From an optimization exercise on the open Yosys and OpenROAD flow, aimed at small area; shortcuts taken in it are not production practice.
In this exercise RTL edits were held to simulation tests only and were not proved equivalent to the original.

==> flow/design.v (excerpt) <==
module matrix_alu_responder #(
  parameter int DATA_W     = 16,
  parameter int NREG       = 8,
  parameter int MUL_CYCLES = 4
) (
  input  logic                  clk,
  input  logic                  reset,
  input  logic                  n_alu_enable,
  input  logic [2:0]            op_select,
  input  logic [2:0]            alu_address,
  input  logic [4*DATA_W-1:0]   data_in,
  output logic [4*DATA_W-1:0]   data_out,
  output logic                  data_valid,
  output logic                  busy,
  output logic                  done,
  output logic                  cmd_err
);
Size: about 2100 cells after synthesis, roughly 560 flip-flops, ~30000 sq um of cells after synthesis.
==> module matrix_alu_responder, before the edit <==
module matrix_alu_responder #(
  parameter int DATA_W     = 16,
  parameter int NREG       = 8,
  parameter int MUL_CYCLES = 4
) (
  input  logic                  clk,
  input  logic                  reset,
  input  logic                  n_alu_enable,
  input  logic [2:0]            op_select,
  input  logic [2:0]            alu_address,
  input  logic [4*DATA_W-1:0]   data_in,
  output logic [4*DATA_W-1:0]   data_out,
  output logic                  data_valid,
  output logic                  busy,
  output logic                  done,
  output logic                  cmd_err
);
  localparam int W  = DATA_W;
  localparam int MW = 4 * DATA_W;
  localparam logic [2:0] OP_NOP   = 3'b000;
  localparam logic [2:0] OP_LOAD  = 3'b001;
  localparam logic [2:0] OP_ADD   = 3'b010;
  localparam logic [2:0] OP_SUB   = 3'b011;
  localparam logic [2:0] OP_SCAL  = 3'b100;
  localparam logic [2:0] OP_MATR  = 3'b101;
  localparam logic [2:0] OP_TRANS = 3'b110;
  localparam logic [2:0] OP_STORE = 3'b111;
  logic          prev_en;
  logic          accept, go;
  logic [1:0]    k;
  logic          k_last;
  logic [MW-1:0] r0, r1, r2;
  logic [MW-1:0] rh [3:7];
  logic [3:0]    v2;
  logic [7:3]    vh;
  logic [2*W-1:0] sprod;
  logic          vs;       
  logic [W-1:0]  a0, a1, b0, b1;
  logic [W-1:0]  p0, p1, mres;
  logic          hi;
  logic [MW-1:0] asres;
  logic          sub;
  function automatic logic [W-1:0] el(
    input logic [MW-1:0] m,
    input logic [1:0]    idx
  );
    el = m[idx*W +: W];
  endfunction
  assign accept = prev_en & ~n_alu_enable;
  assign go     = accept & ~busy;
  assign k_last = (k == 2'(MUL_CYCLES - 1));
  assign data_valid = ~n_alu_enable & (op_select == OP_STORE);
  logic [10:0] rsel;   
  always_comb begin
    rsel[0] = data_valid & (alu_address == 3'd0);
    rsel[1] = data_valid & (alu_address == 3'd1);
    for (int e = 0; e < 4; e++)
      rsel[2+e] = data_valid & (alu_address == 3'd2) & v2[e];
    for (int r = 3; r < 8; r++)
      rsel[r+3] = data_valid & (alu_address == 3'(r)) & vh[r];
  end
  always_comb begin
    data_out = ({MW{rsel[0]}} & r0) | ({MW{rsel[1]}} & r1);
    for (int e = 0; e < 4; e++)
      data_out[e*W +: W] |= {W{rsel[2+e]}} & r2[e*W +: W];
    for (int r = 3; r < 8; r++)
      data_out |= {MW{rsel[r+3]}} & rh[r];
  end
  assign hi = busy ? k[1] : prev_en;
  assign a0 = el(r0, {hi, 1'b0});
  assign a1 = el(r0, {hi, 1'b1});
  assign b0 = (busy & k[0]) ? el(r1, 2'd1) : el(r1, 2'd0);
  assign b1 = busy ? el(r1, {1'b1, k[0]}) : el(r1, 2'd0);
  mar_mul16lo u_mul0 (.a(a0), .b(b0), .p(p0));
  mar_mul16lo u_mul1 (.a(a1), .b(b1), .p(p1));
  mar_add16   u_madd (.a(p0), .b(p1), .ci(1'b0), .s(mres));
  assign sub = op_select[0];
  for (genvar e = 0; e < 4; e++) begin : g_as
    mar_add16 u_as (.a(el(r0, 2'(e))), .b(el(r1, 2'(e)) ^ {W{sub}}), .ci(sub),
                    .s(asres[e*W +: W]));
  end
  always_ff @(posedge clk or posedge reset) begin
    if (reset) begin
      prev_en <= 1'b1;
      busy    <= 1'b0;
      k       <= '0;
      done    <= 1'b0;
      cmd_err <= 1'b0;
    end else begin
      prev_en <= n_alu_enable;
      done    <= 1'b0;
      if (busy) begin
        k <= k + 2'd1;
        if (k_last) begin
          busy <= 1'b0;
          done <= 1'b1;
        end
      end
      if (accept) begin
        if (busy) begin
          if (op_select != OP_NOP && op_select != OP_STORE)
            cmd_err <= 1'b1;
        end else begin
          unique case (op_select)
            OP_ADD, OP_SUB, OP_SCAL, OP_TRANS: done <= 1'b1;
            OP_MATR: busy <= 1'b1;
            default: ;
          endcase
        end
      end
    end
  end
  always_ff @(posedge clk or posedge reset) begin
    if (reset) begin
      r0    <= '0;
      r1    <= '0;
      vs    <= 1'b0;
    end else begin
      if (go && op_select == OP_LOAD && alu_address == 3'd0) r0 <= data_in;
      if (go && op_select == OP_LOAD && alu_address == 3'd1) r1 <= data_in;
      if (!prev_en && !busy) vs <= 1'b1;
    end
  end
  always_ff @(posedge clk) begin
    if (!prev_en && !busy) sprod <= {p1, p0};
  end
  always_ff @(posedge clk or posedge reset) begin
    if (reset) v2 <= '0;
    else if (go && (op_select == OP_LOAD ? alu_address == 3'd2
                                         : op_select[2] | op_select[1]) &&
             op_select != OP_MATR && op_select != OP_STORE)
      v2 <= 4'hf;
    else if (busy)
      v2[k] <= 1'b1;
  end
  logic       w_ld, w_as, w_sc, w_tr;
  logic [3:0] w_mm;
  logic [MW-1:0] r2_sc, r2_tr;
  assign w_ld = go & (op_select == OP_LOAD) & (alu_address == 3'd2);
  assign w_as = go & (op_select == OP_ADD || op_select == OP_SUB);
  assign w_sc = go & (op_select == OP_SCAL);
  assign w_tr = go & (op_select == OP_TRANS);
  assign r2_sc = {p1, p0, vs ? sprod : '0};
  assign r2_tr = {el(r0, 2'd3), el(r0, 2'd1), el(r0, 2'd2), el(r0, 2'd0)};
  always_comb for (int e = 0; e < 4; e++) w_mm[e] = busy & (k == 2'(e));
  always_ff @(posedge clk) begin
    for (int e = 0; e < 4; e++)
      if (w_mm[e] | w_ld | w_as | w_sc | w_tr)
        r2[e*W +: W] <= ({W{w_mm[e]}} & mres) |
                        ({W{w_ld}} & data_in[e*W +: W]) |
                        ({W{w_as}} & asres[e*W +: W]) |
                        ({W{w_sc}} & r2_sc[e*W +: W]) |
                        ({W{w_tr}} & r2_tr[e*W +: W]);
  end
  always_ff @(posedge clk or posedge reset) begin
    if (reset) vh <= '0;
    else if (go && op_select == OP_LOAD && alu_address >= 3'd3)
      vh[alu_address] <= 1'b1;
  end
  always_ff @(posedge clk) begin
    if (go && op_select == OP_LOAD && alu_address >= 3'd3)
      rh[alu_address] <= data_in;
  end
endmodule
export LEC_CHECK = 0
export CAP_MARGIN = 20
export CORE_MARGIN = 2
export CORE_UTILIZATION = 70
export SLEW_MARGIN = 20
create_clock -name core_clock -period 12.0 [get_ports {clk}]
standard.sh (not shown) runs the stock make flow with config.mk's settings and CLKGATE_MAP_FILE= SYNTH_SCRIPT=/design/flow/synth_recipe.tcl, a recipe that flattens the netlist after the stock synthesis.
==> flow/flow/run.sh <==
#!/bin/bash
# The standard layout (standard.sh, ORFS) with these changes:
#  1. Yosys's generic `abc -fast` inside `synth` is skipped (SYNTH_ARGS=-noabc),
#     so extract_fa sees the RTL's full adders as written and maps them to
#     fa/ha cells without inverters between them.
#  2. The cell mapping runs an area-oriented ABC script (flow/abc_area.script: repeated
#     choice computation and area-only mapping with area recovery,
#     selected with ABC_AREA=1) instead of the delay-oriented default.
#  4. Port buffers are the smallest buffer, sky130_fd_sc_hd__buf_1; every
#     input and output port still gets its own buffer.
#  5. Half-adder cells are not used (added to DONT_USE_CELLS in a config that
#     includes the standard flow's config.mk): extract_fa then maps only full adders and
#     does not turn address and counter decode logic into half adders.
# Registers, their names and cell types are those of the standard synthesis.
set -euo pipefail
W="$(cd "$(dirname "$0")/.." && pwd)"
cd "$W"
rm -rf "$W/scripts_area"
cp -r "$FLOW_HOME/scripts" "$W/scripts_area"
cp "$W/flow/abc_area.script" "$W/scripts_area/abc_area.script"
export SCRIPTS_DIR="$W/scripts_area"
export SYNTH_ARGS="-noabc"
export ABC_AREA=1
export CTS_ARGS="-sink_clustering_enable -repair_clock_nets -dont_use_dummy_load -sink_clustering_size 16 -sink_clustering_max_diameter 60 -buf_list sky130_fd_sc_hd__clkbuf_8"
export BUFFER_PORTS_ARGS="-buffer_cell sky130_fd_sc_hd__buf_1"
printf 'include %s/config.mk\nexport DONT_USE_CELLS = sky130_fd_sc_hd__ha_1 sky130_fd_sc_hd__ha_2 sky130_fd_sc_hd__ha_4\n' "$W" > "$W/config_area.mk"
sed "s|DESIGN_CONFIG=[^ ]*|DESIGN_CONFIG=$W/config_area.mk|" "$W/standard.sh" > "$W/standard_area.sh"
bash "$W/standard_area.sh" > "$W/flow_make.log" 2>&1
==> flow/flow/abc_area.script <==
strash
dch -f
&get -n
&st
&dch -f
&nf -a -R 1000
&st
&dch -f
&nf -a -R 1000
&put
topo
The first run finished with timing, DRC and antenna clean.
Rerun with:
--- a/flow/design.v
+++ b/flow/design.v
@@ -30,6 +30,8 @@
   logic [1:0]    k;
   logic          k_last;
   logic [MW-1:0] r0, r1, r2;
+  logic [MW-1:0] r1q;
+  logic          v1;
   logic [MW-1:0] rh [3:7];
   logic [3:0]    v2;
   logic [7:3]    vh;
@@ -66,18 +68,25 @@
     for (int r = 3; r < 8; r++)
       data_out |= {MW{rsel[r+3]}} & rh[r];
   end
-  assign hi = busy ? k[1] : prev_en;
-  assign a0 = el(r0, {hi, 1'b0});
-  assign a1 = el(r0, {hi, 1'b1});
-  assign b0 = (busy & k[0]) ? el(r1, 2'd1) : el(r1, 2'd0);
-  assign b1 = busy ? el(r1, {1'b1, k[0]}) : el(r1, 2'd0);
+  logic asm;
+  assign asm = ~busy & prev_en & (op_select[2:1] == 2'b01);
+  assign hi  = busy ? k[1] : prev_en;
+  assign a0  = el(r0, {hi, 1'b0});
+  assign a1  = asm ? el(r1, 2'd2) : el(r0, {hi, 1'b1});
+  assign b0  = asm ? W'(1) : (busy & k[0]) ? el(r1, 2'd1) : el(r1, 2'd0);
+  assign b1  = asm ? {{(W-1){sub}}, 1'b1}
+                   : busy ? el(r1, {1'b1, k[0]}) : el(r1, 2'd0);
   mar_mul16lo u_mul0 (.a(a0), .b(b0), .p(p0));
   mar_mul16lo u_mul1 (.a(a1), .b(b1), .p(p1));
   mar_add16   u_madd (.a(p0), .b(p1), .ci(1'b0), .s(mres));
   assign sub = op_select[0];
   for (genvar e = 0; e < 4; e++) begin : g_as
-    mar_add16 u_as (.a(el(r0, 2'(e))), .b(el(r1, 2'(e)) ^ {W{sub}}), .ci(sub),
-                    .s(asres[e*W +: W]));
+    if (e == 2) begin : g_mul
+      assign asres[e*W +: W] = mres;
+    end else begin : g_add
+      mar_add16 u_as (.a(el(r0, 2'(e))), .b(el(r1, 2'(e)) ^ {W{sub}}), .ci(sub),
+                      .s(asres[e*W +: W]));
+    end
   end
   always_ff @(posedge clk or posedge reset) begin
     if (reset) begin
@@ -113,15 +122,19 @@
   always_ff @(posedge clk or posedge reset) begin
     if (reset) begin
       r0    <= '0;
-      r1    <= '0;
+      v1    <= 1'b0;
       vs    <= 1'b0;
     end else begin
       if (go && op_select == OP_LOAD && alu_address == 3'd0) r0 <= data_in;
-      if (go && op_select == OP_LOAD && alu_address == 3'd1) r1 <= data_in;
+      if (go && op_select == OP_LOAD && alu_address == 3'd1) v1 <= 1'b1;
       if (!prev_en && !busy) vs <= 1'b1;
     end
   end
   always_ff @(posedge clk) begin
+    if (go && op_select == OP_LOAD && alu_address == 3'd1) r1q <= data_in;
+  end
+  assign r1 = v1 ? r1q : '0;
+  always_ff @(posedge clk) begin
     if (!prev_en && !busy) sprod <= {p1, p0};
   end
   always_ff @(posedge clk or posedge reset) begin
After rerunning: Wire length came out higher by 7.6%; utilization climbs by 0.59 points; fmax is lower by 3.9%; clock-buffer cell count went down by 1; via count rose by 3.7%; die area is lower by 1.4%; first-iteration DRC count grows by 23%.

==> what the ideal ports hide <==
In the flow no input, the clock included, has a driving cell. The finished layouts below were timed again as built, in two steps.
Step 1 assumes that a clkbuf_16 drives the clock port and a buf_2 every other input.
Step 2, shift: input delay + t, output delay - t, t = (earliest + latest rising clock arrival at the registers) / 2. This alone moves slack from input paths to output paths.
a / b / c = ideal ports / drivers / drivers and shift; a / b = the first two.
run	t (ns)	setup slack, ns	worst setup path after step 2	slew at the worst register clock pin (ns)	worst slew at a driven data input, ns
the first run	0.698	1.421 / 1.404 / 0.706	input to register	0.11 / 0.11	0.07
the second run	0.717	0.993 / 1.008 / 0.291	input to register	0.11 / 0.11	0.12
After both steps every run listed still meets setup and hold. The setup slack of the first run, which loses most, moves by -0.017 ns with the drivers and by -0.715 ns with both steps.
